This design comes from an exercise in tuning for small area on the open sky130 flow, not from production work.
At most, simulation tests tie the RTL to the original design; equivalence was not proved.
For runs 3 to 6, only the layout was checked, not whether the RTL still works.
Power is estimated from default activity; no workload was simulated.

==> flow/design.v <==
package smpq_pkg;
	localparam int DEF_QUEUE_DEPTH = 16;
	localparam int VALUE_W         = 32;
	localparam int OCC_W           = 5;
	localparam logic [1:0] OP_INSERT = 2'd0;
	localparam logic [1:0] OP_REMOVE = 2'd1;
	localparam logic [1:0] OP_PEEK   = 2'd2;
	localparam logic [1:0] OP_NONE   = 2'd3;
	localparam logic [1:0] ST_OK    = 2'd0;
	localparam logic [1:0] ST_EMPTY = 2'd1;
	localparam logic [1:0] ST_FULL  = 2'd2;
endpackage
module smpq_ctrl (
	input  logic       clk,
	input  logic       arst_n,
	input  logic       start,
	input  logic [1:0] cmd_op,
	input  logic       full,
	input  logic       empty,
	input  logic       lt,
	output logic       busy,
	output logic       done,
	output logic [3:0] phase,
	output logic [4:0] count,
	output logic       win,
	output logic       sel_prev,
	output logic       sel_new,
	output logic [1:0] rsp_status,
	output logic       show_head
);
	logic [3:0] phase_q;
	logic [4:0] count_q;
	logic       win_q;
	logic       placed_q;
	logic       done_q;
	logic [1:0] status_q;
	logic       show_q;
	logic is_ins, is_rem, is_peek, is_none;
	logic ins_go, read_go;
	logic ready, take, last_step;
	assign is_ins  = (cmd_op == smpq_pkg::OP_INSERT);
	assign is_rem  = (cmd_op == smpq_pkg::OP_REMOVE);
	assign is_peek = (cmd_op == smpq_pkg::OP_PEEK);
	assign is_none = (cmd_op == smpq_pkg::OP_NONE);
	assign ins_go  = is_ins && !full;
	assign read_go = (is_rem || is_peek) && !empty;
	assign win       = win_q || (start && ins_go && phase_q == 4'd15);
	assign last_step = win_q && phase_q == 4'd14;
	assign sel_prev  = win && lt;
	assign sel_new   = win && !lt && !(win_q && placed_q);
	always_comb begin
		if (ins_go)       ready = last_step;
		else if (read_go) ready = (phase_q == 4'd15);
		else              ready = 1'b1;
	end
	assign busy = !ready;
	assign take = start && ready;
	always_ff @(posedge clk or negedge arst_n) begin
		if (!arst_n) begin
			phase_q  <= 4'd0;
			count_q  <= 5'd0;
			win_q    <= 1'b0;
			placed_q <= 1'b0;
			done_q   <= 1'b0;
			status_q <= smpq_pkg::ST_OK;
			show_q   <= 1'b0;
		end else begin
			if (take && ins_go)
				phase_q <= phase_q + 4'd2;
			else if (!(take && is_rem && !empty))
				phase_q <= phase_q + 4'd1;
			if (take && ins_go)
				count_q <= count_q + 5'd1;
			else if (take && is_rem && !empty)
				count_q <= count_q - 5'd1;
			win_q    <= win && !last_step;
			placed_q <= win && (sel_new || (win_q && placed_q));
			done_q   <= take;
			if (is_ins && full)
				status_q <= smpq_pkg::ST_FULL;
			else if ((is_rem || is_peek) && empty)
				status_q <= smpq_pkg::ST_EMPTY;
			else
				status_q <= smpq_pkg::ST_OK;
			show_q <= take && read_go;
		end
	end
	assign done       = done_q;
	assign phase      = phase_q;
	assign count      = count_q;
	assign rsp_status = status_q;
	assign show_head  = show_q;
endmodule
module smpq_datapath (
	input  logic        clk,
	input  logic [31:0] cmd_value,
	input  logic        sel_prev,
	input  logic        sel_new,
	output logic [31:0] last,
	output logic [31:0] head
);
	logic [31:0] ring_q [16];
	always_ff @(posedge clk) begin
		if (sel_prev)
			ring_q[0] <= ring_q[14];
		else if (sel_new)
			ring_q[0] <= cmd_value;
		else
			ring_q[0] <= ring_q[15];
		for (int i = 1; i < 16; i++)
			ring_q[i] <= ring_q[i-1];
	end
	assign last = ring_q[15];
	assign head = ring_q[14];
endmodule
module sorted_min_priority_queue_core (
	input  logic        clk,
	input  logic        arst_n,
	input  logic        start,
	input  logic [1:0]  cmd_op,
	input  logic [31:0] cmd_value,
	output logic        busy,
	output logic        done,
	output logic [31:0] rsp_head,
	output logic [1:0]  rsp_status,
	output logic        rsp_empty,
	output logic [4:0]  rsp_count
);
	logic [3:0]  phase;
	logic [4:0]  count;
	logic        full;
	logic        empty;
	logic        win;
	logic        lt;
	logic        sel_prev;
	logic        sel_new;
	logic [31:0] last;
	logic [31:0] head;
	logic        show_head;
	assign full  = count[4];
	assign empty = (count == 5'd0);
	smpq_ctrl u_ctrl (
		.clk        (clk),
		.arst_n     (arst_n),
		.start      (start),
		.cmd_op     (cmd_op),
		.full       (full),
		.empty      (empty),
		.lt         (lt),
		.busy       (busy),
		.done       (done),
		.phase      (phase),
		.count      (count),
		.win        (win),
		.sel_prev   (sel_prev),
		.sel_new    (sel_new),
		.rsp_status (rsp_status),
		.show_head  (show_head)
	);
	smpq_datapath u_datapath (
		.clk       (clk),
		.cmd_value (cmd_value),
		.sel_prev  (sel_prev),
		.sel_new   (sel_new),
		.last      (last),
		.head      (head)
	);
	assign lt = ({1'b0, phase + 4'd1} < count) && ({~head[31], head[30:0]} < {~cmd_value[31], cmd_value[30:0]});
	assign rsp_head  = show_head ? last : 32'd0;
	assign rsp_empty = empty;
	assign rsp_count = count;
endmodule
module smpq_top (
	input  logic        clk,
	input  logic        arst_n,
	input  logic        start,
	input  logic [1:0]  cmd_op,
	input  logic [31:0] cmd_value,
	output logic        busy,
	output logic        done,
	output logic [31:0] rsp_head,
	output logic [1:0]  rsp_status,
	output logic        rsp_empty,
	output logic [4:0]  rsp_count
);
	sorted_min_priority_queue_core u_core (
		.clk        (clk),
		.arst_n     (arst_n),
		.start      (start),
		.cmd_op     (cmd_op),
		.cmd_value  (cmd_value),
		.busy       (busy),
		.done       (done),
		.rsp_head   (rsp_head),
		.rsp_status (rsp_status),
		.rsp_empty  (rsp_empty),
		.rsp_count  (rsp_count)
	);
endmodule
==> flow/run.sh <==
#!/bin/bash
# synth_recipe.tcl (not shown) runs the flow's synth.tcl, then flattens the netlist and writes it again
# the make line also repeats each setting of config.mk as NAME=value (left out here)
make -C /OpenROAD-flow-scripts/flow DESIGN_CONFIG=/design/flow/config.mk WORK_HOME=/design/flow/orfs CLKGATE_MAP_FILE= SYNTH_SCRIPT=/design/flow/synth_recipe.tcl finish
==> flow/config.mk <==
export PLATFORM = sky130hd
export DESIGN_NAME = smpq_top
export DESIGN_NICKNAME = smpq_top
export VERILOG_FILES = /design/flow/design.v
export SDC_FILE = /design/flow/constraint.sdc
export NUM_CORES = 4
export LEC_CHECK = 0
export CAP_MARGIN = 20
export CORE_MARGIN = 2
export CORE_UTILIZATION = 45
export PLACE_DENSITY = 0.6
export SLEW_MARGIN = 20
==> flow/constraint.sdc <==
create_clock -name core_clock -period 5.0 [get_ports {clk}]
set_input_delay 1.0000 -clock core_clock [delete_from_list [all_inputs] [get_ports {clk}]]
set_output_delay 1.0000 -clock core_clock [all_outputs]
set_load 0.01 [all_outputs]
==> results of run 1 <==
==> cell usage in the layout (no fill, tap or decap), types with 11 or more instances in the layout <==
cell             count
dfxtp_1            512
clkdlybuf4s50_1     78
inv_1               75
clkbuf_16           50
ha_1                42
and2_1              34
nor3_1              33
a221oi_2            28
a21oi_1             17
dfrtp_1             14
nand2_1             13
o21ai_0             11
clkbuf_8            11
==> how the worst max path moves through the flow <==
stage	from	endpoint	slack, ns
global route	cmd_op[0]	busy	1.03
global placement	cmd_value[29]	u_core.u_datapath.ring_q[0][2]	0.84
floorplan	cmd_op[1]	u_core.u_ctrl.count_q[4]	1.94
finish	cmd_op[0]	busy	1.12
detailed placement	cmd_value[29]	u_core.u_datapath.ring_q[0][0]	0.74
CTS	cmd_op[0]	busy	1.11
==> layer usage <==
metal	vias up	wire length, µm
li1	3064	-
met1	2872	9718
met2	107	8437
met3	42	764
met4	0	536
met5	-	0
==> state kept, by name (all words and copies together) (netlist names) <==
name,cells
u_core.u_ctrl.win_q,1
u_core.u_ctrl.status_q,2
u_core.u_ctrl.done_q,1
u_core.u_ctrl.placed_q,1
u_core.u_ctrl.show_q,1
u_core.u_ctrl.count_q,5
u_core.u_ctrl.phase_q,4
u_core.u_datapath.ring_q,512
==> critical path, delay by kind of cell <==
| family | cells | cell delay, ns |
|---|---|---|
| AOI/OAI and AO/OA | 2 | 0.48 |
| buffers and inverters | 3 | 1.13 |
| adders and majority gates | 1 | 0.27 |
==> power by group through the flow <==
stage / registers, mW / logic (mW) / clock network [mW]
6_report: 6.83 / 1.44 / 3.57
5_1_grt: 7.04 / 1.61 / 3.86
4_1_cts: 6.86 / 1.46 / 3.67
3_5_place_dp: 6.90 / 1.44 / 0
3_3_place_gp: 6.87 / 1.41 / 0
2_1_floorplan: 6.63 / 1.06 / 0
==> cell type report <==
type | count | share of cell area, %
multi-input combinational | 245 | 12.91
timing repair buffer | 83 | 5.308
sequential | 527 | 66.88
tap | 384 | 3.024
inverter | 75 | 1.772
clock inverter | 17 | 1.032
antenna | 1 | 0.01575
clock buffer | 71 | 9.064
==> through the flow <==
| stage | cell area, µm² | power (mW) | hold WS (ns) | cells | utilization [%] |
|---|---|---|---|---|---|
| 2_1_floorplan | 13050 | 7.691 | 0.3096 | 865 | - |
| 3_3_place_gp | 14280 | 8.276 | 0.3100 | 1314 | 49.89 |
| 3_5_place_dp | 14280 | 8.349 | 0.3121 | 1314 | 49.89 |
| 4_1_cts | 15890 | 12.00 | 0.3175 | 1402 | 55.49 |
| 5_1_grt | 15890 | 12.52 | 0.3241 | 1402 | 55.50 |
| 6_report | 15890 | 11.84 | 0.3143 | 1403 | 55.51 |
==> logic make-up after synthesis <==
family	count (synthesis)	share of synthesized area (%)
flip-flops	527	81.40
AND/OR/NAND/NOR	110	4.735
buffers and inverters	93	3.105
AO/OA/AOI/OAI	86	6.182
adder cells (fa/ha/maj)	43	4.179
XOR/XNOR	6	0.4026
==> cell usage after synthesis (2+ instances only) <==
cell type	n	share of area, %
dfxtp_1	512	79
inv_1	75	2.2
ha_1	42	4.0
and2_1	34	1.6
nor3_1	33	1.3
a221oi_2	28	3.2
a21oi_1	18	0.69
dfrtp_1	15	2.9
nand2_1	13	0.37
o21ai_0	11	0.42
a21o_1	7	0.40
nor2_1	7	0.20
buf_2	6	0.23
buf_6	5	0.43
nand4_1	5	0.24
a221oi_1	4	0.27
clkbuf_1	4	0.11
nand3_1	4	0.15
buf_4	3	0.17
nor2b_1	3	0.14
o21ai_1	3	0.11
xnor2_1	3	0.20
xor2_1	3	0.20
a211oi_1	2	0.11
a221o_1	2	0.15
and3_1	2	0.096
nand2b_1	2	0.096
nor4_1	2	0.096
==> implementation parameters, run 1 <==
Parameter                              Value

Timing
  Maximum achievable frequency ... about 0.26 GHz
  Max Slew Vio Count ... 0
  Endpoints failing hold ... 0
  Post-layout min period ... 3.876 ns
  Worst slew margin relative to its limit ... ~44%
  Final-report setup violation count ... 0
  Final setup skew ... 0.02375 ns
  Final clock period utilization by the worst path ... just under 80%
  Total negative slack ... 0 ns
  Setup repair after global routing missed its margin ... false
  Slack of the critical path ... 1.124 ns
  Least-Margin Pin Slew ... 0.8331 ns

GRT
  Global routing's busiest layer ... met2
  Global-route wire length before repair ... 31310 µm
  GRT Util Overall ... 13.06%
  Gr ovfl total ... 0
  Vias in the first global route ... 6058
  Met1 track utilization from global routing ... between 10% and 20%
  Global-route met3 utilization ... under 10%
  Pin count of the biggest net entering global routing ... 53
  Fraction of met2 tracks used by global routing ... 19.87%
  Number of antenna violations at the first check in global routing ... 0

Power
  Max rail drop VDD ... ~0.00031 V
  Fraction of power spent switching nets ... 24.02%
  Total internal power ... 8.995 mW
  Fraction of power consumed by the clock network ... 30.2%
  Part of the power in registers ... a little under 60%
  Combinational cell fraction of total power ... 12.2%
  Total leakage power ... 6.819 nW
  Switching power ... about 2.8 mW
  Total power density per cell area ... 745.1 nW/µm²

CTS
  CTS H-tree lvls ... 2
  Clk pin slew, worst setup/hold paths ... 0.06 ns
  Clock tree root buffer cell ... clkbuf_16
  Number of buffers added for setup after CTS ... 0
  Number of sinks driven by the clock tree ... 527
  CTS tree ... yes
  Total clock buffers created by CTS ... 48
  Number of buffers between clock root and the deepest sink ... 3
  Resized Gates After CTS ... 0
  Latest clock arrival within the worst-skew pair ... 0.55 ns
  Hold_buf cts ... 0

Min path
  Hold path depth ... 0
  Hold Path End ... u_core.u_datapath.ring_q[12][10]
  Worst hold path type ... reg2reg
  Hold wc startpoint ... u_core.u_datapath.ring_q[11][10]

Drt
  Per-cell via count in the routed design ... 4.337
  Antenna-violating nets left ... 0
  Via count ... 6085
  Mean routed wirelength per cell ... 13.87 µm
  Length of the first detailed-routing pass in iterations ... 4
  Number of DRC violations after detailed-routing iteration 0 ... 254
  DRT Wirelength ... 19460 µm
  Drc violations ... 0

Cells and area
  Fraction of final layout cells sized beyond drive strength 1 ... 11.79%
  Total area of multi-input combinational cells ... 2051 µm²
  Area grow syn2layout ... 21.72%
  Number of filler instances in the final layout ... about 2300
  Number of nets at the end of the flow ... 1060
  Total area of sequential cells ... approximately 11000 µm²

Logic synthesis
  Mean instance size in the synthesized netlist ... 15.09 µm²
  Sequential fraction of the synthesis area ... 81.40%
  Post-synthesis cell type count ... 45
  Post-Syn Nets ... 945
  Share of synthesized registers carrying an async set or reset ... between 2 and 3%
  Flops & latches, synth ... about 530
  Number of warning messages in the yosys log ... 3
  Gate count of the mapped netlist ... 865
  Number of synthesized flops with an enable pin ... 0
  Area of the mapped netlist ... between 10000 and 15000 µm²
  Main synth FF type ... dfxtp_1

Critical path
  Cell repeated most along the worst path ... clkdlybuf4s50_1
  Startpoint Class ... primary input
  Cells along the critical path ... clkdlybuf4s50_1 > inv_1 > ha_1 > o21ai_0 > o31ai_1 > clkdlybuf4s50_1
  Critical path capture point type ... output pin
  Arrival time of the worst setup path ... 2.88 ns
  Max stage delay on crit path ... 0.60 ns
  R2R depth ... 12
  Category of the critical setup timing path ... in2out
  Reg-to-reg endpoint ... u_core.u_datapath.ring_q[0][0]
  Required time at the worst-slack endpoint ... 4.00 ns
  Slowest library cell on the worst path ... clkdlybuf4s50_1
  Reg2reg start ... u_core.u_ctrl.phase_q[0]
  Max Fanout on Critical Path ... 3
  R2R Setup Slk ... 1.53 ns

Die
  Area of the die ... around 30000 µm²
  Die Wd ... 174.3 µm
  # IOs ... 79
  Y dimension of the die ... 174.3 µm
  Core area ... 28630 µm²
  Starting Density ... 45.60%
  Number of core rows ... 62

Placement
  Post-placement worst setup slack ... 0.7378 ns
  Half-perimeter wire length after detailed placement ... 12230 µm
  GP Congestion ... about 0.77
  Number of buffer cells added on primary ports ... a little under 80

Job
  Max-cap violation count ... 0

Outcome
  Outcome ... complete, no violations
==> run 2: changes to the inputs <==
--- a/flow/config.mk
+++ b/flow/config.mk
@@ -7,6 +7,6 @@
 export LEC_CHECK = 0
 export CAP_MARGIN = 20
 export CORE_MARGIN = 2
-export CORE_UTILIZATION = 45
-export PLACE_DENSITY = 0.6
+export CORE_UTILIZATION = 65
+export PLACE_DENSITY = 0.75
 export SLEW_MARGIN = 20
==> implementation parameters, run 2 <==
Parameter                              Value

CTS
  Hold_buf cts ... 0 (unchanged)
  Number of buffers added for setup after CTS ... 0 (unchanged)
  Resized Gates After CTS ... 0 (unchanged)
  Latest clock arrival within the worst-skew pair ... 0.53 ns (-0.02 ns)
  CTS tree ... yes
  Clock tree root buffer cell ... clkbuf_16
  Clk pin slew, worst setup/hold paths ... 0.06 ns (about the same)
  Total clock buffers created by CTS ... 46 (-4.2%)
  Number of buffers between clock root and the deepest sink ... 3 (unchanged)
  CTS H-tree lvls ... 2 (unchanged)
  Number of sinks driven by the clock tree ... 527 (unchanged)

GRT
  Vias in the first global route ... 6904 (+14%)
  Pin count of the biggest net entering global routing ... 41 (-23%)
  GRT Util Overall ... 21.60% (+8.5 points)
  Gr ovfl total ... 0 (unchanged)
  Global-route wire length before repair ... 36210 µm (+16%)
  Number of antenna violations at the first check in global routing ... 0 (unchanged)

Logic synthesis
  Compound-gate portion of the synthesized area ... 6.182% (unchanged)
  Mean instance size in the synthesized netlist ... 15.09 µm² (unchanged)
  Proportion of netlist area held by the largest area contributor ... 78.52% (unchanged)
  Sequential fraction of the synthesis area ... 81.40% (unchanged)
  Number of warning messages in the yosys log ... 3 (unchanged)
  Post-synthesis share of cell area spent on xor and xnor gates ... 0.4026% (unchanged)
  Main synth FF type ... dfxtp_1
  Post-synthesis cell type count ... 45 (unchanged)
  Share of synthesized registers carrying an async set or reset ... 2.846% (unchanged)
  Leading post-synthesis cells by cell area ... dfxtp_1, ha_1, a221oi_2
  Synthesized-area fraction occupied by and/or/nand/nor cells ... 4.735% (unchanged)
  Post-Syn Nets ... 945 (unchanged)
  Combinational family with the most area after synthesis ... compound AO/OA/AOI/OAI gates
  Number of synthesized flops with an enable pin ... 0 (unchanged)
  Gate count of the mapped netlist ... 865 (unchanged)
  Top post-synthesis cells by count ... dfxtp_1, inv_1, ha_1
  Most common cell in the synthesized netlist ... dfxtp_1
  Cell taking the most area after synthesis ... dfxtp_1
  Adder-cell share of the synthesized area ... 4.179% (unchanged)
  Mux contribution to synthesized area ... 0% (unchanged)
  Area of the mapped netlist ... 13050 µm² (unchanged)
  Flops & latches, synth ... 527 (unchanged)

Timing
  Least-Margin Pin Slew ... 1.017 ns (+0.1838 ns)
  Worst slew margin relative to its limit ... 32.21% (-12 points)
  Max Slew Vio Count ... 0 (unchanged)
  Post-layout min period ... 4.022 ns (+0.1455 ns)
  Final-report setup violation count ... 0 (unchanged)
  Final setup skew ... 0.01300 ns (-0.01075 ns)
  Hold slack final ... 0.3204 ns (+0.006109 ns)
  Setup repair after global routing missed its margin ... false
  Endpoints failing hold ... 0 (unchanged)
  Total negative slack ... 0 ns (unchanged)
  Maximum achievable frequency ... 0.2486 GHz (-3.6%)
  Final clock period utilization by the worst path ... 80.44% (+2.9 points)

Cells and area
  Total area of multi-input combinational cells ... 2043 µm² (-0.37%)
  Fraction of final layout cells sized beyond drive strength 1 ... 11.56% (-0.23 points)
  Number of filler instances in the final layout ... 1037 (-55%)
  Register with the most flip-flops ... u_core.u_datapath.ring_q
  Largest registers ... u_core.u_datapath.ring_q: 512 flops, u_core.u_ctrl.count_q: 5 flops, u_core.u_ctrl.phase_q: 4 flops
  Antenna diode count ... 0 (-1)
  Highest-count cells in the layout ignoring fill and taps ... dfxtp_1, clkdlybuf4s50_1, inv_1
  Total area of sequential cells ... 10630 µm² (about the same)
  Number of nets at the end of the flow ... 1057 (-0.28%)
  Area grow syn2layout ... 20.85%
  Number of flip-flops under the largest register name ... 512 (unchanged)
  Most frequent standard cell in the layout excluding fill and tap cells ... dfxtp_1

Drt
  Via count ... 6298 (+3.5%)
  Per-cell via count in the routed design ... 4.932 (+14%)
  Top layer reached by signal wires ... met4
  Number of DRC violations after detailed-routing iteration 0 ... 251 (-1.2%)
  DR WL met3 ... 759 µm (-0.65%)
  Drc violations ... 0 (unchanged)
  Met2 wirelength from detailed routing ... 10940 µm (+30%)
  DRT Wirelength ... 22150 µm (+14%)
  Mean routed wirelength per cell ... 17.34 µm (+25%)
  M1 WL ... 9822 µm (+1.1%)
  Antenna-violating nets left ... 0 (unchanged)
  Length of the first detailed-routing pass in iterations ... 4 (unchanged)

Critical path
  Category of the critical setup timing path ... in2out
  Arrival time of the worst setup path ... 3.02 ns (+0.14 ns)
  Critical path capture point type ... output pin
  Startpoint Class ... primary input
  R2R depth ... 12 (unchanged)
  Reg2reg start ... u_core.u_ctrl.phase_q[0]
  Crit path from ... cmd_op[0]
  Max Fanout on Critical Path ... 3 (unchanged)
  Required time at the worst-slack endpoint ... 4.00 ns (about the same)

Placement
  GP Congestion ... 0.7992 (+3.8%)
  Number of buffer cells added on primary ports ... 78 (unchanged)
  Half-perimeter wire length after detailed placement ... 12910 µm (+5.6%)

Die
  Number of core rows ... 51 (-18%)
  Starting Density ... 66.63% (+21 points)
  Area of the die ... 21230 µm² (-30%)
  Core area ... 19590 µm² (-32%)
  # IOs ... 79 (unchanged)
  Die Wd ... 145.7 µm (-16%)
  Y dimension of the die ... 145.7 µm (-16%)

Power
  Part of the power in registers ... 56.7% (-1.0 points)
  Total power density per cell area ... 773.8 nW/µm² (+3.8%)
  Switching power ... 3.007 mW (+5.7%)
  Combinational cell fraction of total power ... 12.3% (about the same)
  Fraction of power spent switching nets ... 24.64% (+0.61 points)
  Fraction of power consumed by the clock network ... 31.0% (+0.8 points)
  Total leakage power ... 6.834 nW (+0.23%)
  Total internal power ... 9.199 mW (+2.3%)
  Max rail drop VDD ... 0.0006279 V (+100%)

Outcome
  Outcome ... complete, no violations

Min path
  Worst hold path type ... reg2reg
  Hold path depth ... 0 (unchanged)
  Hold wc startpoint ... u_core.u_datapath.ring_q[9][16]

Job
  Max-cap violation count ... 0 (unchanged)
## run 2: cell counts after synthesis
No cell type changed its count.
## run 2: worst paths after layout
path	to	slack, ns
setup / recovery	busy	0.98
hold / removal	u_core.u_datapath.ring_q[10][16]	0.32
setup reg to reg	u_core.u_datapath.ring_q[0][1]	1.49
hold reg to reg	u_core.u_datapath.ring_q[10][16]	0.32
max in group asynchronous	u_core.u_ctrl.count_q[0]	3.66
min in group asynchronous	u_core.u_ctrl.count_q[3]	0.89
## run 2: stage by stage
stage          power (mW)  setup slack [ns]  area, µm²  cells  utilization, %
4_1_cts             12.33            0.9552      15780   1277           80.53
6_report            12.21            0.9780      15780   1277           80.53
5_1_grt             12.77            0.8696      15780   1277           80.53
2_1_floorplan       7.691             1.936      13050    865               -
3_3_place_gp        8.220            0.9309      14100   1194           72.00
3_5_place_dp        8.398            0.8709      14100   1194           72.00
## run 2: cell type report
cell class | count | area share, %
flip-flops and latches | 527 | 67.35
multi-input cells | 245 | 12.95
clock buffers | 61 | 8.511
repair buffers | 82 | 5.219
well taps | 265 | 2.102
clock inverters | 22 | 2.078
inverters | 75 | 1.785
## run 2: cells by family after synthesis
kind of cell	Yosys count
buf+inv	93
simple gates	110
xor+xnor	6
fa+ha+maj	43
flops	527
compound gates	86
## run 2: worst max-delay path, cell delays in order
cell and delay [ns]:
clkdlybuf4s50_1 0.50, inv_1 0.06, ha_1 0.28, o21ai_0 0.19
o31ai_1 0.39, clkdlybuf4s50_1 0.61
## run 2: power groups by stage
stage | Clock (mW) | Combinational (mW) | Sequential (mW)
after global placement | 0 | 1.38 | 6.84
final | 3.78 | 1.50 | 6.93
after global routing | 4.02 | 1.64 | 7.12
after floorplan | 0 | 1.06 | 6.63
after CTS | 3.86 | 1.50 | 6.97
after detailed placement | 0 | 1.45 | 6.95
## run 2: layer usage
metal	vias to the layer above	track usage [%]
met3	51	3.918
li1	3060	-
met2	145	36.25
met4	0	8.725
met5	-	0
met1	3042	27.95
==> run 3: changes to the inputs <==
--- a/flow/design.v
+++ b/flow/design.v
@@ -165,10 +165,43 @@
 		.last      (last),
 		.head      (head)
 	);
-	assign lt = ({1'b0, phase + 4'd1} < count) && ({~head[31], head[30:0]} < {~cmd_value[31], cmd_value[30:0]});
+	logic [31:0] a;
+	logic [31:0] b;
+	logic        key_lt;
+	assign a = {~head[31], head[30:0]};
+	assign b = {~cmd_value[31], cmd_value[30:0]};
+	smpq_cmp #(.W(32)) u_cmp (
+		.a  (a),
+		.b  (b),
+		.lt (key_lt),
+		.eq ()
+	);
+	assign lt = ({1'b0, phase + 4'd1} < count) && key_lt;
 	assign rsp_head  = show_head ? last : 32'd0;
 	assign rsp_empty = empty;
 	assign rsp_count = count;
+endmodule
+module smpq_cmp #(
+	parameter int W = 32
+) (
+	input  logic [W-1:0] a,
+	input  logic [W-1:0] b,
+	output logic         lt,
+	output logic         eq
+);
+	generate
+		if (W == 1) begin : g_bit
+			assign lt = !a[0] && b[0];
+			assign eq = (a[0] == b[0]);
+		end else begin : g_split
+			localparam int L = W / 2;
+			logic lt_hi, eq_hi, lt_lo, eq_lo;
+			smpq_cmp #(.W(W - L)) u_hi (.a(a[W-1:L]), .b(b[W-1:L]), .lt(lt_hi), .eq(eq_hi));
+			smpq_cmp #(.W(L))     u_lo (.a(a[L-1:0]), .b(b[L-1:0]), .lt(lt_lo), .eq(eq_lo));
+			assign lt = lt_hi || (eq_hi && lt_lo);
+			assign eq = eq_hi && eq_lo;
+		end
+	endgenerate
 endmodule
 module smpq_top (
 	input  logic        clk,
--- a/flow/config.mk
+++ b/flow/config.mk
@@ -7,6 +7,7 @@
 export LEC_CHECK = 0
 export CAP_MARGIN = 20
 export CORE_MARGIN = 2
-export CORE_UTILIZATION = 65
-export PLACE_DENSITY = 0.75
+export CORE_UTILIZATION = 45
+export CTS_BUF_LIST = sky130_fd_sc_hd__clkbuf_4 sky130_fd_sc_hd__clkbuf_8
+export PLACE_DENSITY = 0.6
 export SLEW_MARGIN = 20
==> implementation parameters, run 3 <==
Parameter                              Value

Cells and area
  Most frequent standard cell in the layout excluding fill and tap cells ... dfxtp_1
  Number of cells in the finished layout apart from fillers ... 1435 (+12%)
  Area grow syn2layout ... 22.93%
  Total area of sequential cells ... 10630 µm² (unchanged)
  Share of the core filled with cells ... 55.75% (-25 points)
  Highest-count cells in the layout ignoring fill and taps ... dfxtp_1, clkbuf_8, clkdlybuf4s50_1
  Number of flip-flops under the largest register name ... 512 (unchanged)
  Register with the most flip-flops ... u_core.u_datapath.ring_q
  Largest registers ... u_core.u_datapath.ring_q: 512 flops, u_core.u_ctrl.count_q: 5 flops, u_core.u_ctrl.phase_q: 4 flops
  Total area of multi-input combinational cells ... 2092 µm² (+2.4%)
  Number of nets at the end of the flow ... 1067 (+0.95%)
  Number of filler instances in the final layout ... 2426 (+130%)
  Fraction of final layout cells sized beyond drive strength 1 ... 15.14% (+3.6 points)

Critical path
  Category of the critical setup timing path ... in2out
  Arrival time of the worst setup path ... 2.72 ns (-0.30 ns)
  Max Fanout on Critical Path ... 3 (unchanged)
  Startpoint Class ... primary input
  R2R depth ... 11 (-1)
  Critical path capture point type ... output pin
  Required time at the worst-slack endpoint ... 4.00 ns (about the same)

GRT
  Vias in the first global route ... 6716 (-2.7%)
  Global routing's busiest layer ... met2
  GRT Util Overall ... 14.26% (-7.3 points)
  Global-route wire length before repair ... 33770 µm (-6.7%)
  Pin count of the biggest net entering global routing ... 36 (-12%)
  Met1 track utilization from global routing ... 18.99% (-9.0 points)
  Gr ovfl total ... 0 (unchanged)
  Fraction of met2 tracks used by global routing ... 21.12% (-15 points)
  Number of antenna violations at the first check in global routing ... 1 (+1)
  Global-route met3 utilization ... 3.947% (+0.029 points)

Logic synthesis
  Area of the mapped netlist ... 12950 µm² (-0.82%)
  Number of synthesized flops with an enable pin ... 0 (unchanged)
  Mean instance size in the synthesized netlist ... 15.32 µm² (+1.5%)
  Proportion of netlist area held by the largest area contributor ... 79.17% (+0.65 points)
  Cell taking the most area after synthesis ... dfxtp_1
  Leading post-synthesis cells by cell area ... dfxtp_1, ha_1, dfrtp_1
  Main synth FF type ... dfxtp_1
  Gate count of the mapped netlist ... 845 (-2.3%)
  Sequential fraction of the synthesis area ... 82.07% (+0.68 points)
  Post-synthesis cell type count ... 47 (+4.4%)
  Post-Syn Nets ... 925 (-2.1%)
  Flops & latches, synth ... 527 (unchanged)
  Share of synthesized registers carrying an async set or reset ... 2.846% (unchanged)
  Top post-synthesis cells by count ... dfxtp_1, ha_1, inv_1
  Most common cell in the synthesized netlist ... dfxtp_1
  Number of warning messages in the yosys log ... 3 (unchanged)

Drt
  Via count ... 6463 (+2.6%)
  DRT Wirelength ... 20780 µm (-6.2%)
  Per-cell via count in the routed design ... 4.504 (-8.7%)
  Mean routed wirelength per cell ... 14.48 µm (-17%)
  Drc violations ... 0 (unchanged)
  Number of DRC violations after detailed-routing iteration 0 ... 311 (+24%)
  Antenna-violating nets left ... 0 (unchanged)
  Length of the first detailed-routing pass in iterations ... 4 (unchanged)

Placement
  Post-placement worst setup slack ... 0.8127 ns (-0.05827 ns)
  Number of placed instances, taps included ... 1291 (+8.1%)
  Half-perimeter wire length after detailed placement ... 12830 µm (-0.57%)
  Number of buffer cells added on primary ports ... 78 (unchanged)
  GP Congestion ... 0.7966 (-0.33%)

Die
  Starting Density ... 45.35% (-21 points)
  Area of the die ... 30140 µm² (+42%)
  Core area ... 28550 µm² (+46%)
  # IOs ... 79 (unchanged)
  Y dimension of the die ... 173.6 µm (+19%)
  Die Wd ... 173.6 µm (+19%)
  Number of core rows ... 62 (+22%)

Timing
  Maximum achievable frequency ... 0.2687 GHz (+8.1%)
  Least-Margin Pin Slew ... 0.9732 ns (-0.04368 ns)
  Final-report setup violation count ... 0 (unchanged)
  Final setup skew ... 0.02865 ns (+0.01566 ns)
  Final clock period utilization by the worst path ... 74.42% (-6.0 points)
  Setup repair after global routing missed its margin ... false
  Max Slew Vio Count ... 0 (unchanged)
  Total negative slack ... 0 ns (unchanged)
  Slack of the critical path ... 1.279 ns (+0.3010 ns)
  Post-layout min period ... 3.721 ns (-0.3010 ns)
  Endpoints failing hold ... 0 (unchanged)
  Worst slew margin relative to its limit ... 35.12% (+2.9 points)

CTS
  CTS tree ... yes
  Total clock buffers created by CTS ... 78 (+70%)
  Clock tree root buffer cell ... clkbuf_8
  Resized Gates After CTS ... 0 (unchanged)
  Number of sinks driven by the clock tree ... 527 (unchanged)
  Hold_buf cts ... 0 (unchanged)
  Number of buffers between clock root and the deepest sink ... 3 (unchanged)
  Clk pin slew, worst setup/hold paths ... 0.06 ns (about the same)
  Number of buffers added for setup after CTS ... 0 (unchanged)
  CTS H-tree lvls ... 3 (+1)
  Latest clock arrival within the worst-skew pair ... 0.58 ns (+0.05 ns)

Power
  Total leakage power ... 6.473 nW (-5.3%)
  Power consumption ... 11.40 mW (-6.6%)
  Max rail drop VDD ... 0.0002687 V (-57%)
  Total power density per cell area ... 716.1 nW/µm² (-7.5%)

Min path
  Hold path depth ... 0 (unchanged)
  Worst hold path type ... reg2reg

Job
  Max-cap violation count ... 0 (unchanged)

Outcome
  Outcome ... complete, no violations
## run 3: cell types whose count changed after synthesis, sizes merged, moves of 3 or more
| cell | previous run | this run |
|---|---|---|
| a221oi | 32 | 2 |
| a2111oi | 1 | 30 |
| and4 | 1 | 5 |
| inv | 75 | 41 |
| nand2 | 14 | 17 |
| a21oi | 18 | 14 |
| nor3 | 33 | 1 |
| a211oi | 2 | 5 |
| clkbuf | 4 | 11 |
| a221o | 2 | 33 |
| nand3 | 4 | 7 |
## run 3: path summary, 6_finish.rpt
kind                                                  from                               to  slack, ns
min reg2reg                u_core.u_datapath.ring_q[6][16]  u_core.u_datapath.ring_q[7][16]       0.30
max                                              cmd_op[0]                             busy       1.28
min in group asynchronous                           arst_n        u_core.u_ctrl.status_q[0]       0.88
min                        u_core.u_datapath.ring_q[6][16]  u_core.u_datapath.ring_q[7][16]       0.30
max in group asynchronous                           arst_n         u_core.u_ctrl.count_q[0]       3.64
max reg2reg                       u_core.u_ctrl.phase_q[0]   u_core.u_datapath.ring_q[0][4]       1.61
## run 3: kinds of logic after synthesis
group / after synthesis / share of synthesized area (%)
AOI/OAI and AO/OA: 115 / 7.287
xor gates and xnor gates: 6 / 0.4059
adders and majority gates: 43 / 4.214
buffers and inverters: 64 / 2.049
DFF: 527 / 82.07
and+or+nand+nor: 90 / 3.972
## run 3: power by group
part           switching (mW)  internal [mW]  total (mW)
registers               0.523           5.84        6.36
clock network            1.51           2.11        3.62
logic                   0.823          0.592        1.42
total                    2.86           8.54        11.4
## run 3: metrics by stage
step           area (µm²)  hold slack, ns
2_1_floorplan       12950          0.3096
3_3_place_gp        14180          0.3097
3_5_place_dp        14180          0.3121
4_1_cts             15910          0.3019
5_1_grt             15910          0.3167
6_report            15920          0.3045
## run 3: layer usage
metal,vias up,share of wire [%]
met4,0,2.9
li1,3177,-
met3,44,4.3
met5,-,0
met1,3097,49
met2,145,44
## run 3: cell type report
type                       instances  area share, %
multi-input combinational        254          13.14
clock inverter                    20          1.281
inverter                          41         0.9670
sequential                       527          66.76
tap                              384          3.019
clock buffer                     123          9.575
antenna                            1        0.01572
timing repair buffer              85          5.236
## run 3: worst max-delay path: stages
cell and delay [ns]:
clkdlybuf4s50_1 0.48, inv_1 0.05, ha_1 0.21, nand2b_1 0.12, o2111ai_1 0.16, o21ai_0 0.13
clkdlybuf4s50_1 0.57
==> run 4: changes to the inputs <==
--- a/flow/config.mk
+++ b/flow/config.mk
@@ -8,6 +8,8 @@
 export CAP_MARGIN = 20
 export CORE_MARGIN = 2
 export CORE_UTILIZATION = 45
-export CTS_BUF_LIST = sky130_fd_sc_hd__clkbuf_4 sky130_fd_sc_hd__clkbuf_8
+export CTS_BUF_LIST = sky130_fd_sc_hd__clkbuf_4
+export CTS_CLUSTER_DIAMETER = 50
+export CTS_CLUSTER_SIZE = 10
 export PLACE_DENSITY = 0.6
 export SLEW_MARGIN = 20
==> implementation parameters, run 4 <==
Parameter                              Value

Critical path
  Required time at the worst-slack endpoint ... 4.00 ns (about the same)
  Slowest library cell on the worst path ... clkdlybuf4s50_1
  Arrival time of the worst setup path ... 2.72 ns (about the same)
  R2R Setup Slk ... 1.61 ns (about the same)
  Reg2reg start ... u_core.u_ctrl.phase_q[0]
  Category of the critical setup timing path ... in2out
  Startpoint Class ... primary input
  Max Fanout on Critical Path ... 3 (unchanged)
  Critical path buffers and inverters ... 3 (unchanged)
  R2R depth ... 11 (unchanged)
  Critical path capture point type ... output pin
  Reg-to-reg endpoint ... u_core.u_datapath.ring_q[0][9]
  Cells along the critical path ... clkdlybuf4s50_1 > inv_1 > ha_1 > nand2b_1 > o2111ai_1 > o21ai_0 > clkdlybuf4s50_1
  Max stage delay on crit path ... 0.57 ns (about the same)
  Family with the most delay on the worst path ... buffers and inverters
  Cell repeated most along the worst path ... clkdlybuf4s50_1

Drt
  Length of the first detailed-routing pass in iterations ... 4 (unchanged)
  DRT Wirelength ... 20110 µm (-3.2%)
  Mean routed wirelength per cell ... 14.75 µm (+1.9%)
  Via count ... 6352 (-1.7%)
  Drc violations ... 0 (unchanged)
  Number of DRC violations after detailed-routing iteration 0 ... 297 (-4.5%)
  Antenna-violating nets left ... 0 (unchanged)
  Per-cell via count in the routed design ... 4.660 (+3.5%)

Min path
  Worst hold path type ... reg2reg
  Hold Path End ... u_core.u_datapath.ring_q[14][4]
  Hold wc startpoint ... u_core.u_datapath.ring_q[13][4]
  Hold path depth ... 0 (unchanged)

Timing
  Total negative slack ... 0 ns (unchanged)
  Post-layout min period ... 3.719 ns (-0.002010 ns)
  Setup repair after global routing missed its margin ... false
  Max Slew Vio Count ... 0 (unchanged)
  Final-report setup violation count ... 0 (unchanged)
  Worst slew margin relative to its limit ... 34.29% (-0.83 points)
  Least-Margin Pin Slew ... 0.9856 ns (+0.01241 ns)
  Final clock period utilization by the worst path ... 74.38% (about the same)
  Endpoints failing hold ... 0 (unchanged)
  Maximum achievable frequency ... 0.2689 GHz (about the same)
  Final setup skew ... 0.03838 ns (+0.009728 ns)

Cells and area
  Highest-count cells in the layout ignoring fill and taps ... dfxtp_1, clkdlybuf4s50_1, clkbuf_4
  Register with the most flip-flops ... u_core.u_datapath.ring_q
  Number of nets at the end of the flow ... 1048 (-1.8%)
  Largest registers ... u_core.u_datapath.ring_q: 512 flops, u_core.u_ctrl.count_q: 5 flops, u_core.u_ctrl.phase_q: 4 flops
  Fraction of final layout cells sized beyond drive strength 1 ... 8.393% (-6.7 points)
  Number of cells in the finished layout apart from fillers ... 1363 (-5.0%)
  Number of flip-flops under the largest register name ... 512 (unchanged)
  Area grow syn2layout ... 13.69%
  Most frequent standard cell in the layout excluding fill and tap cells ... dfxtp_1

Logic synthesis
  Area of the mapped netlist ... 12950 µm² (unchanged)
  Gate count of the mapped netlist ... 845 (unchanged)
  Adder-cell share of the synthesized area ... 4.214% (unchanged)
  Post-synthesis cell type count ... 47 (unchanged)
  Post-synthesis share of cell area spent on xor and xnor gates ... 0.4059% (unchanged)
  Number of warning messages in the yosys log ... 3 (unchanged)
  Post-Syn Nets ... 925 (unchanged)
  Number of synthesized flops with an enable pin ... 0 (unchanged)
  Most common cell in the synthesized netlist ... dfxtp_1
  Top post-synthesis cells by count ... dfxtp_1, ha_1, inv_1
  Main synth FF type ... dfxtp_1
  Synthesized-area fraction occupied by and/or/nand/nor cells ... 3.972% (unchanged)
  Compound-gate portion of the synthesized area ... 7.287% (unchanged)
  Cell taking the most area after synthesis ... dfxtp_1
  Sequential fraction of the synthesis area ... 82.07% (unchanged)
  Proportion of netlist area held by the largest area contributor ... 79.17% (unchanged)
  Flops & latches, synth ... 527 (unchanged)
  Leading post-synthesis cells by cell area ... dfxtp_1, ha_1, dfrtp_1
  Combinational family with the most area after synthesis ... compound AO/OA/AOI/OAI gates
  Mux contribution to synthesized area ... 0% (unchanged)
  Share of synthesized registers carrying an async set or reset ... 2.846% (unchanged)
  Mean instance size in the synthesized netlist ... 15.32 µm² (unchanged)

Job
  Max-cap violation count ... 0 (unchanged)

CTS
  Clock tree root buffer cell ... clkbuf_4
  Clk pin slew, worst setup/hold paths ... 0.10 ns (+0.04 ns)
  Number of sinks driven by the clock tree ... 527 (unchanged)
  Total clock buffers created by CTS ... 59 (-24%)
  Number of buffers between clock root and the deepest sink ... 3 (unchanged)
  CTS H-tree lvls ... 2 (-1)
  Latest clock arrival within the worst-skew pair ... 0.71 ns (+0.13 ns)
  Resized Gates After CTS ... 0 (unchanged)
  Hold_buf cts ... 0 (unchanged)
  Number of buffers added for setup after CTS ... 0 (unchanged)
  CTS tree ... yes

GRT
  Fraction of met2 tracks used by global routing ... 21.03% (-0.083 points)
  Pin count of the biggest net entering global routing ... 36 (unchanged)
  Global-route wire length before repair ... 32750 µm (-3.0%)
  Number of antenna violations at the first check in global routing ... 2 (+1)
  Vias in the first global route ... 6433 (-4.2%)
  Met1 track utilization from global routing ... 18.78% (-0.21 points)
  Gr ovfl total ... 0 (unchanged)
  Global-route met3 utilization ... 3.377% (-0.57 points)
  GRT Util Overall ... 13.75% (-0.51 points)
  Global routing's busiest layer ... met2

Die
  Number of core rows ... 62 (unchanged)
  Die Wd ... 173.6 µm (unchanged)
  Starting Density ... 45.35% (unchanged)
  Core area ... 28550 µm² (unchanged)
  Area of the die ... 30140 µm² (unchanged)
  Y dimension of the die ... 173.6 µm (unchanged)
  # IOs ... 79 (unchanged)

Power
  Total power density per cell area ... 649.9 nW/µm² (-9.2%)
  Max rail drop VDD ... 0.0002412 V (-10%)
  Total leakage power ... 5.878 nW (-9.2%)

Outcome
  Outcome ... complete, no violations

Placement
  Half-perimeter wire length after detailed placement ... 12830 µm (unchanged)
  Number of buffer cells added on primary ports ... 78 (unchanged)
  GP Congestion ... 0.7966 (unchanged)
  Number of placed instances, taps included ... 1291 (unchanged)
[run 4: cell counts after synthesis]
Identical to the previous run, type by type.
[run 4: area by class of cell]
cell class,instances,area (µm²)
Antenna cell,2,5.005
Clock buffer,63,473.0
Clock inverter,7,56.30
Fill cell,2554,13830
Inverter,41,153.9
Multi-Input combinational cell,254,2092
Sequential cell,527,10630
Tap cell,384,480.5
Timing Repair Buffer,85,833.3
[run 4: cell families after synthesis]
| kind of cell | count (synthesis) |
|---|---|
| adders and majority gates | 43 |
| and+or+nand+nor | 90 |
| DFF | 527 |
| xor gates and xnor gates | 6 |
| AOI/OAI and AO/OA | 115 |
| buffers and inverters | 64 |
[run 4: power breakdown]
group	switching (mW)	internal (mW)	total (mW)	leakage (nW)
Sequential	0.518	5.82	6.34	4.39
Clock	1.18	0.635	1.81	0.315
Combinational	0.820	0.592	1.41	1.18
Total	2.52	7.05	9.57	5.88
[run 4: through the flow]
step	setup WS, ns	total power [mW]	instance area, µm²	hold WS (ns)	util (%)
4_1_cts	1.286	9.702	14710	0.3185	51.54
2_1_floorplan	2.073	7.156	12950	0.3096	-
3_5_place_dp	0.8127	7.860	14180	0.3121	49.69
5_1_grt	1.113	10.18	14720	0.3119	51.55
6_report	1.281	9.566	14720	0.3183	51.56
3_3_place_gp	0.8663	7.787	14180	0.3097	49.69
[run 4: worst reg2reg max path: stages (launching register included)]
cell and delay [ns]:
dfrtp_1 0.48, inv_1 0.07, ha_1 0.29, inv_1 0.04
ha_1 0.25, a21boi_0 0.15, o21ai_0 0.11, a211oi_1 0.60
a21o_1 0.52, buf_4 0.35, a2111oi_0 0.11, a221o_1 0.31
[run 4: how the worst max path moves through the flow]
stage / from / cells past startpoint / end
after CTS: u_core.u_ctrl.count_q[2] / 4 / busy
after detailed placement: cmd_value[10] / 8 / u_core.u_datapath.ring_q[0][5]
after floorplan: cmd_value[31] / 8 / u_core.u_datapath.ring_q[0][10]
after global routing: u_core.u_ctrl.count_q[2] / 4 / busy
final: cmd_op[0] / 7 / busy
after global placement: cmd_value[10] / 8 / u_core.u_datapath.ring_q[0][10]
[run 4: per-layer routing]
layer	up-vias	wire, µm
met5	-	0
met4	0	590
met3	51	1000
met2	124	8760
met1	3060	9757
li1	3117	-
==> run 5: changes to the inputs <==
--- a/flow/config.mk
+++ b/flow/config.mk
@@ -8,8 +8,8 @@
 export CAP_MARGIN = 20
 export CORE_MARGIN = 2
 export CORE_UTILIZATION = 45
-export CTS_BUF_LIST = sky130_fd_sc_hd__clkbuf_4
-export CTS_CLUSTER_DIAMETER = 50
-export CTS_CLUSTER_SIZE = 10
+export CTS_BUF_LIST = sky130_fd_sc_hd__clkbuf_8
+export CTS_CLUSTER_DIAMETER = 60
+export CTS_CLUSTER_SIZE = 20
 export PLACE_DENSITY = 0.6
 export SLEW_MARGIN = 20
==> implementation parameters, run 5 <==
Parameter                              Value

Outcome
  Outcome ... complete, no violations

Critical path
  Crit path from ... cmd_op[0]
  R2R depth ... 11 (unchanged)
  Required time at the worst-slack endpoint ... 4.00 ns (about the same)
  Critical path buffers and inverters ... 3 (unchanged)
  R2R Setup Slk ... 1.60 ns (about the same)
  Startpoint Class ... primary input
  Cell repeated most along the worst path ... clkdlybuf4s50_1
  Slowest library cell on the worst path ... clkdlybuf4s50_1
  Reg-to-reg endpoint ... u_core.u_datapath.ring_q[0][9]
  Family with the most delay on the worst path ... buffers and inverters
  Cells along the critical path ... clkdlybuf4s50_1 > inv_1 > ha_1 > nand2b_1 > o2111ai_1 > o21ai_0 > clkdlybuf4s50_1
  Critical path capture point type ... output pin
  Category of the critical setup timing path ... in2out
  Max stage delay on crit path ... 0.57 ns (about the same)
  Termination of the worst setup path ... busy
  Reg2reg start ... u_core.u_ctrl.phase_q[0]
  Arrival time of the worst setup path ... 2.72 ns (about the same)
  Crit. path cell count ... 7 (unchanged)
  Max Fanout on Critical Path ... 3 (unchanged)

CTS
  Total clock buffers created by CTS ... 35 (-41%)
  Number of sinks driven by the clock tree ... 527 (unchanged)
  Hold_buf cts ... 0 (unchanged)
  Resized Gates After CTS ... 0 (unchanged)
  Latest clock arrival within the worst-skew pair ... 0.55 ns (-0.16 ns)
  CTS tree ... yes
  CTS H-tree lvls ... 2 (unchanged)
  Number of buffers added for setup after CTS ... 0 (unchanged)
  Clk pin slew, worst setup/hold paths ... 0.12 ns (+0.02 ns)
  Number of buffers between clock root and the deepest sink ... 3 (unchanged)
  Clock tree root buffer cell ... clkbuf_8

Logic synthesis
  Main synth FF type ... dfxtp_1
  Adder-cell share of the synthesized area ... 4.214% (unchanged)
  Synthesized-area fraction occupied by and/or/nand/nor cells ... 3.972% (unchanged)
  Number of synthesized flops with an enable pin ... 0 (unchanged)
  Proportion of netlist area held by the largest area contributor ... 79.17% (unchanged)
  Top post-synthesis cells by count ... dfxtp_1, ha_1, inv_1
  Post-synthesis share of cell area spent on xor and xnor gates ... 0.4059% (unchanged)
  Post-Syn Nets ... 925 (unchanged)
  Most common cell in the synthesized netlist ... dfxtp_1
  Gate count of the mapped netlist ... 845 (unchanged)
  Combinational family with the most area after synthesis ... compound AO/OA/AOI/OAI gates
  Compound-gate portion of the synthesized area ... 7.287% (unchanged)
  Share of synthesized registers carrying an async set or reset ... 2.846% (unchanged)
  Cell taking the most area after synthesis ... dfxtp_1
  Flops & latches, synth ... 527 (unchanged)
  Mean instance size in the synthesized netlist ... 15.32 µm² (unchanged)
  Sequential fraction of the synthesis area ... 82.07% (unchanged)
  Area of the mapped netlist ... 12950 µm² (unchanged)
  Post-synthesis cell type count ... 47 (unchanged)
  Leading post-synthesis cells by cell area ... dfxtp_1, ha_1, dfrtp_1
  Mux contribution to synthesized area ... 0% (unchanged)
  Number of warning messages in the yosys log ... 3 (unchanged)

GRT
  Vias in the first global route ... 6211 (-3.5%)
  Pin count of the biggest net entering global routing ... 36 (unchanged)
  Number of antenna violations at the first check in global routing ... 1 (-1)
  Global-route wire length before repair ... 32190 µm (-1.7%)
  GRT Util Overall ... 13.55% (-0.20 points)
  Gr ovfl total ... 0 (unchanged)

Drt
  Antenna-violating nets left ... 0 (unchanged)
  Via count ... 6170 (-2.9%)
  Number of DRC violations after detailed-routing iteration 0 ... 302 (+1.7%)
  Length of the first detailed-routing pass in iterations ... 4 (unchanged)
  Drc violations ... 0 (unchanged)
  Mean routed wirelength per cell ... 14.87 µm (+0.83%)
  Per-cell via count in the routed design ... 4.598 (-1.3%)
  DRT Wirelength ... 19960 µm (-0.73%)

Timing
  Endpoints failing hold ... 0 (unchanged)
  Hold slack final ... 0.3110 ns (-0.007352 ns)
  Final setup skew ... 0.02196 ns (-0.01642 ns)
  Setup repair after global routing missed its margin ... false
  Maximum achievable frequency ... 0.2685 GHz (-0.16%)
  Post-layout min period ... 3.725 ns (+0.005960 ns)
  Worst slew margin relative to its limit ... 36.39% (+2.1 points)
  Max Slew Vio Count ... 0 (unchanged)
  Final clock period utilization by the worst path ... 74.50% (+0.12 points)
  Least-Margin Pin Slew ... 0.9542 ns (-0.03140 ns)
  Final-report setup violation count ... 0 (unchanged)
  Total negative slack ... 0 ns (unchanged)

Power
  Total internal power ... 7.275 mW (+3.2%)
  Switching power ... 2.578 mW (+2.4%)
  Total leakage power ... 5.923 nW (+0.75%)
  Fraction of power consumed by the clock network ... 21.3% (+2.3 points)
  Total power density per cell area ... 662.2 nW/µm² (+1.9%)
  Max rail drop VDD ... 0.0002841 V (+18%)
  Combinational cell fraction of total power ... 14.4% (-0.4 points)
  Part of the power in registers ... 64.3% (-2.0 points)
  Fraction of power spent switching nets ... 26.16% (-0.14 points)
  Power consumption ... 9.853 mW (+3.0%)

Die
  Area of the die ... 30140 µm² (unchanged)
  Starting Density ... 45.35% (unchanged)
  # IOs ... 79 (unchanged)
  Core area ... 28550 µm² (unchanged)
  Die Wd ... 173.6 µm (unchanged)
  Y dimension of the die ... 173.6 µm (unchanged)
  Number of core rows ... 62 (unchanged)

Placement
  Half-perimeter wire length after detailed placement ... 12830 µm (unchanged)
  GP Congestion ... 0.7966 (unchanged)
  DP Area ... 14180 µm² (unchanged)
  Number of buffer cells added on primary ports ... 78 (unchanged)
  Number of placed instances, taps included ... 1291 (unchanged)

Min path
  Hold path depth ... 0 (unchanged)
  Worst hold path type ... reg2reg

Cells and area
  Final Instance Area ... 14880 µm² (+1.1%)
  Largest registers ... u_core.u_datapath.ring_q: 512 flops, u_core.u_ctrl.count_q: 5 flops, u_core.u_ctrl.phase_q: 4 flops
  Number of flip-flops under the largest register name ... 512 (unchanged)
  Number of cells in the finished layout apart from fillers ... 1342 (-1.5%)
  Number of nets at the end of the flow ... 1024 (-2.3%)
  Area grow syn2layout ... 14.93%
  Most frequent standard cell in the layout excluding fill and tap cells ... dfxtp_1
  Fraction of final layout cells sized beyond drive strength 1 ... 6.688% (-1.7 points)
  Highest-count cells in the layout ignoring fill and taps ... dfxtp_1, clkdlybuf4s50_1, inv_1
  Register with the most flip-flops ... u_core.u_datapath.ring_q

Job
  Max-cap violation count ... 0 (unchanged)
run 5: cell families after synthesis:
logic type | Yosys count
DFF | 527
AOI/OAI and AO/OA | 115
and+or+nand+nor | 90
buffers and inverters | 64
adders and majority gates | 43
xor gates and xnor gates | 6
run 5: how the worst min path moves through the flow:
stage / from / slack [ns] / endpoint
global placement: u_core.u_datapath.ring_q[4][6] / 0.31 / u_core.u_datapath.ring_q[5][6]
finish: u_core.u_datapath.ring_q[6][9] / 0.31 / u_core.u_datapath.ring_q[7][9]
detailed placement: u_core.u_datapath.ring_q[10][7] / 0.31 / u_core.u_datapath.ring_q[11][7]
floorplan: u_core.u_datapath.ring_q[9][0] / 0.31 / u_core.u_datapath.ring_q[10][0]
CTS: u_core.u_datapath.ring_q[6][9] / 0.31 / u_core.u_datapath.ring_q[7][9]
global route: u_core.u_datapath.ring_q[6][9] / 0.31 / u_core.u_datapath.ring_q[7][9]
run 5: stage by stage:
stage	worst slack, ns	utilization [%]
after global placement	0.8663	49.69
after CTS	1.291	52.11
after detailed placement	0.8127	49.69
after floorplan	2.073	-
after global routing	1.121	52.11
final	1.275	52.12
run 5: final cells by class:
| type | instances | area, µm² |
|---|---|---|
| fill | 2492 | 13670 |
| sequential | 527 | 10630 |
| multi-input combinational | 254 | 2092 |
| timing repair buffer | 85 | 833.3 |
| clock buffer | 40 | 550.5 |
| tap | 384 | 480.5 |
| inverter | 41 | 153.9 |
| clock inverter | 10 | 141.4 |
| antenna | 1 | 2.502 |
run 5: layer usage:
metal,vias up,GRT usage (%),routed length [µm]
li1,3043,-,-
met1,2971,19.09,9939
met2,103,20.23,8462
met3,53,2.851,787
met4,0,6.057,771
met5,-,0,0
run 5: power groups by stage:
stage	logic [mW]	clock network (mW)	registers, mW
floorplan	0.950	0	6.21
global placement	1.39	0	6.40
detailed placement	1.41	0	6.45
CTS	1.42	2.20	6.37
global route	1.57	2.35	6.51
finish	1.42	2.10	6.33
==> run 6: changes to the inputs <==
==> flow/flow/run.sh (new file) <==
#!/bin/bash
# Standard layout, with the port buffers made of the smallest buffer cell.
export BUFFER_PORTS_ARGS="-buffer_cell sky130_fd_sc_hd__buf_1"
bash standard.sh > standard.log 2>&1
==> flow/standard.sh (new file) <==
#!/bin/bash
# synth_recipe.tcl (not shown) runs the flow's synth.tcl, then flattens the netlist and writes it again
# the make line also repeats each setting of config.mk as NAME=value (left out here)
make -C /OpenROAD-flow-scripts/flow DESIGN_CONFIG=/design/flow/config.mk WORK_HOME=/design/flow/orfs CLKGATE_MAP_FILE= SYNTH_SCRIPT=/design/flow/synth_recipe.tcl "${@:-finish}"
--- a/flow/config.mk
+++ b/flow/config.mk
@@ -8,8 +8,8 @@
 export CAP_MARGIN = 20
 export CORE_MARGIN = 2
 export CORE_UTILIZATION = 45
-export CTS_BUF_LIST = sky130_fd_sc_hd__clkbuf_8
-export CTS_CLUSTER_DIAMETER = 60
-export CTS_CLUSTER_SIZE = 20
+export CTS_BUF_LIST = sky130_fd_sc_hd__clkbuf_4
+export CTS_CLUSTER_DIAMETER = 50
+export CTS_CLUSTER_SIZE = 10
 export PLACE_DENSITY = 0.6
 export SLEW_MARGIN = 20
removed: flow/run.sh
==> implementation parameters, run 6 <==
Parameter                              Value

Timing
  Final setup skew ... 0.04075 ns (+0.01879 ns)
  Post-layout min period ... 3.549 ns (-0.1763 ns)
  Total negative slack ... 0 ns (unchanged)
  Least-Margin Pin Slew ... 1.023 ns (+0.06897 ns)
  Maximum achievable frequency ... 0.2818 GHz (+5.0%)
  Final clock period utilization by the worst path ... 70.97% (-3.5 points)
  Worst slew margin relative to its limit ... 31.64% (-4.7 points)
  Final-report setup violation count ... 0 (unchanged)
  Endpoints failing hold ... 0 (unchanged)
  Max Slew Vio Count ... 0 (unchanged)
  Hold slack final ... 0.3019 ns (-0.009094 ns)
  Setup repair after global routing missed its margin ... false

CTS
  Hold_buf cts ... 0 (unchanged)
  Clock tree root buffer cell ... clkbuf_4
  CTS tree ... yes
  Latest clock arrival within the worst-skew pair ... 0.68 ns (+0.13 ns)
  Number of sinks driven by the clock tree ... 527 (unchanged)
  Number of buffers added for setup after CTS ... 0 (unchanged)
  Number of buffers between clock root and the deepest sink ... 3 (unchanged)
  Total clock buffers created by CTS ... 58 (+66%)
  Resized Gates After CTS ... 0 (unchanged)
  Clk pin slew, worst setup/hold paths ... 0.10 ns (-0.02 ns)
  CTS H-tree lvls ... 2 (unchanged)

Cells and area
  Number of flip-flops under the largest register name ... 512 (unchanged)
  Number of nets at the end of the flow ... 1045 (+2.1%)
  Most frequent standard cell in the layout excluding fill and tap cells ... dfxtp_1
  Number of filler instances in the final layout ... 2523 (+1.2%)
  Fraction of final layout cells sized beyond drive strength 1 ... 8.428% (+1.7 points)
  Highest-count cells in the layout ignoring fill and taps ... dfxtp_1, buf_1, clkbuf_4
  Number of cells in the finished layout apart from fillers ... 1360 (+1.3%)
  Largest registers ... u_core.u_datapath.ring_q: 512 flops, u_core.u_ctrl.count_q: 5 flops, u_core.u_ctrl.phase_q: 4 flops
  Area grow syn2layout ... 9.655%
  Register with the most flip-flops ... u_core.u_datapath.ring_q

GRT
  GRT Util Overall ... 13.43% (-0.12 points)
  Number of antenna violations at the first check in global routing ... 4 (+3)
  Pin count of the biggest net entering global routing ... 35 (-2.8%)
  Gr ovfl total ... 0 (unchanged)
  Vias in the first global route ... 6204 (-0.11%)
  Global-route wire length before repair ... 31770 µm (-1.3%)

Outcome
  Outcome ... complete, no violations

Job
  Max-cap violation count ... 0 (unchanged)

Placement
  Number of buffer cells added on primary ports ... 78 (unchanged)
  Half-perimeter wire length after detailed placement ... 12730 µm (-0.80%)
  GP Congestion ... 0.8485 (+6.5%)
  Number of placed instances, taps included ... 1289 (-0.15%)

Drt
  Per-cell via count in the routed design ... 4.628 (+0.66%)
  Via count ... 6294 (+2.0%)
  DRT Wirelength ... 19840 µm (-0.63%)
  Length of the first detailed-routing pass in iterations ... 4 (unchanged)
  Antenna-violating nets left ... 0 (unchanged)
  Mean routed wirelength per cell ... 14.59 µm (-1.9%)
  Number of DRC violations after detailed-routing iteration 0 ... 371 (+23%)
  Drc violations ... 0 (unchanged)

Min path
  Hold Path End ... u_core.u_datapath.ring_q[12][23]
  Worst hold path type ... reg2reg
  Hold wc startpoint ... u_core.u_datapath.ring_q[11][23]
  Hold path depth ... 0 (unchanged)

Critical path
  Critical path capture point type ... flop
  Required time at the worst-slack endpoint ... 5.60 ns (+1.60 ns)
  Startpoint Class ... flop
  Reg-to-reg endpoint ... u_core.u_datapath.ring_q[0][30]
  Reg2reg start ... u_core.u_ctrl.phase_q[0]
  R2R depth ... 11 (unchanged)
  Max Fanout on Critical Path ... 17 (+14)
  Arrival time of the worst setup path ... 4.15 ns (+1.43 ns)
  R2R Setup Slk ... 1.45 ns (-0.15 ns)
  Category of the critical setup timing path ... reg2reg

Die
  Number of core rows ... 62 (unchanged)
  # IOs ... 79 (unchanged)
  Starting Density ... 45.35% (unchanged)
  Core area ... 28550 µm² (unchanged)
  Die Wd ... 173.6 µm (unchanged)
  Area of the die ... 30140 µm² (unchanged)
  Y dimension of the die ... 173.6 µm (unchanged)

Logic synthesis
  Mean instance size in the synthesized netlist ... 15.32 µm² (unchanged)
  Most common cell in the synthesized netlist ... dfxtp_1
  Leading post-synthesis cells by cell area ... dfxtp_1, ha_1, dfrtp_1
  Post-synthesis cell type count ... 47 (unchanged)
  Number of synthesized flops with an enable pin ... 0 (unchanged)
  Share of synthesized registers carrying an async set or reset ... 2.846% (unchanged)
  Sequential fraction of the synthesis area ... 82.07% (unchanged)
  Area of the mapped netlist ... 12950 µm² (unchanged)
  Number of warning messages in the yosys log ... 3 (unchanged)
  Gate count of the mapped netlist ... 845 (unchanged)
  Main synth FF type ... dfxtp_1
  Flops & latches, synth ... 527 (unchanged)
  Cell taking the most area after synthesis ... dfxtp_1
  Top post-synthesis cells by count ... dfxtp_1, ha_1, inv_1
  Proportion of netlist area held by the largest area contributor ... 79.17% (unchanged)
  Post-Syn Nets ... 925 (unchanged)

Power
  Max rail drop VDD ... 0.0002030 V (-29%)
  Total power density per cell area ... 664.4 nW/µm² (+0.33%)
  Total leakage power ... 5.672 nW (-4.2%)
  Power consumption ... 9.431 mW (-4.3%)
[run 6: kinds of logic (layout without fill, tap and decap cells)]
group | Yosys count | in the layout | synth area share [%]
flops | 527 | 527 | 82.07
compound gates | 115 | 115 | 7.287
simple gates | 90 | 90 | 3.972
buf+inv | 64 | 192 | 2.049
fa+ha+maj | 43 | 43 | 4.214
xor+xnor | 6 | 6 | 0.4059
other cells | 0 | 3 | 0
[run 6: cell type report]
type / count / area, µm² / area share, %
Sequential cell: 527 / 10630 / 74.85
Multi-Input combinational cell: 254 / 2092 / 14.74
Clock buffer: 67 / 503.0 / 3.543
Tap cell: 384 / 480.5 / 3.384
Timing Repair Buffer: 83 / 330.3 / 2.327
Inverter: 41 / 153.9 / 1.084
Antenna cell: 3 / 7.507 / 0.05288
Clock inverter: 1 / 3.754 / 0.02644
[run 6: per-stage QoR]
stage | cell area [µm²] | setup slack [ns] | utilization (%)
final | 14200 | 1.451 | 49.73
after global routing | 14190 | 1.035 | 49.72
after CTS | 14190 | 1.368 | 49.70
after detailed placement | 13680 | 1.029 | 47.93
after global placement | 13680 | 1.066 | 47.93
after floorplan | 12950 | 2.073 | -
[run 6: where the power goes]
part / switching [mW] / internal [mW]
Combinational: 0.816 / 0.501
Clock: 1.16 / 0.611
Sequential: 0.522 / 5.82
Total: 2.50 / 6.93
[run 6: worst max-delay path, cell delays in order, from the launching register on]
cell and delay (ns):
dfrtp_1 0.47, inv_1 0.07, ha_1 0.30, inv_1 0.05, ha_1 0.25, a21boi_0 0.15, o21ai_0 0.09, a211oi_1 0.59
nor2_1 0.18, a211oi_4 0.76, buf_4 0.37, a221o_1 0.19
[run 6: worst max-delay path by stage]
stage | start | endpoint | slack [ns] | cells past startpoint
global route | u_core.u_ctrl.phase_q[0] | u_core.u_datapath.ring_q[0][25] | 1.04 | 11
CTS | u_core.u_ctrl.phase_q[0] | u_core.u_datapath.ring_q[0][30] | 1.37 | 11
global placement | cmd_value[17] | u_core.u_datapath.ring_q[0][21] | 1.07 | 9
detailed placement | cmd_value[17] | u_core.u_datapath.ring_q[0][29] | 1.03 | 9
floorplan | cmd_value[31] | u_core.u_datapath.ring_q[0][10] | 2.07 | 8
finish | u_core.u_ctrl.phase_q[0] | u_core.u_datapath.ring_q[0][30] | 1.45 | 11
[run 6: layer usage]
| layer | vias up | wire (µm) | track usage [%] |
|---|---|---|---|
| li1 | 3099 | - | - |
| met1 | 3018 | 9961 | 18.71 |
| met5 | - | 0 | 0 |
| met3 | 52 | 790 | 3.355 |
| met4 | 0 | 867 | 7.388 |
| met2 | 125 | 8216 | 19.25 |

-- what the ideal ports hide --
In the flow no input, the clock included, has a driving cell. The finished layouts below were timed again as built, in two steps. Step 1 (the two cells are an assumption about what drives the block):
set clk [get_ports {clk}]
set_driving_cell -lib_cell sky130_fd_sc_hd__clkbuf_16 $clk
set_driving_cell -lib_cell sky130_fd_sc_hd__buf_2 [delete_from_list [all_inputs] $clk]
Step 2, shift: input delay + t, output delay - t, t = (earliest + latest rising clock arrival at the registers) / 2. This alone moves slack from input paths to output paths. a / b / c = no drivers / after step 1 / after step 2; a / b = the first two.
| run | t (ns) | slack for setup (ns) | hold WS [ns] | clock arrival spread, ns | pins driven straight from the clock port |
|---|---|---|---|---|---|
| run 1 | 0.579 | 1.124 / 1.095 / 0.741 | 0.314 / 0.314 / 0.314 | 0.024 / 0.025 | 1 |
| run 2 | 0.569 | 0.978 / 0.949 / 0.740 | 0.320 / 0.320 / 0.320 | 0.015 / 0.015 | 1 |
| run 3 | 0.609 | 1.279 / 1.256 / 0.860 | 0.305 / 0.305 / 0.305 | 0.031 / 0.031 | 1 |
| run 4 | 0.730 | 1.281 / 1.258 / 0.842 | 0.318 / 0.318 / 0.318 | 0.038 / 0.039 | 1 |
| run 5 | 0.577 | 1.275 / 1.252 / 0.870 | 0.311 / 0.311 / 0.311 | 0.023 / 0.023 | 1 |
| run 6 | 0.706 | 1.451 / 1.451 / 0.996 | 0.302 / 0.302 / 0.302 | 0.041 / 0.042 | 1 |
After both steps setup and hold are still met in every run listed. For run 6, which loses most, drivers alone change the setup slack by 0.000 ns; drivers and shift together by -0.455 ns.
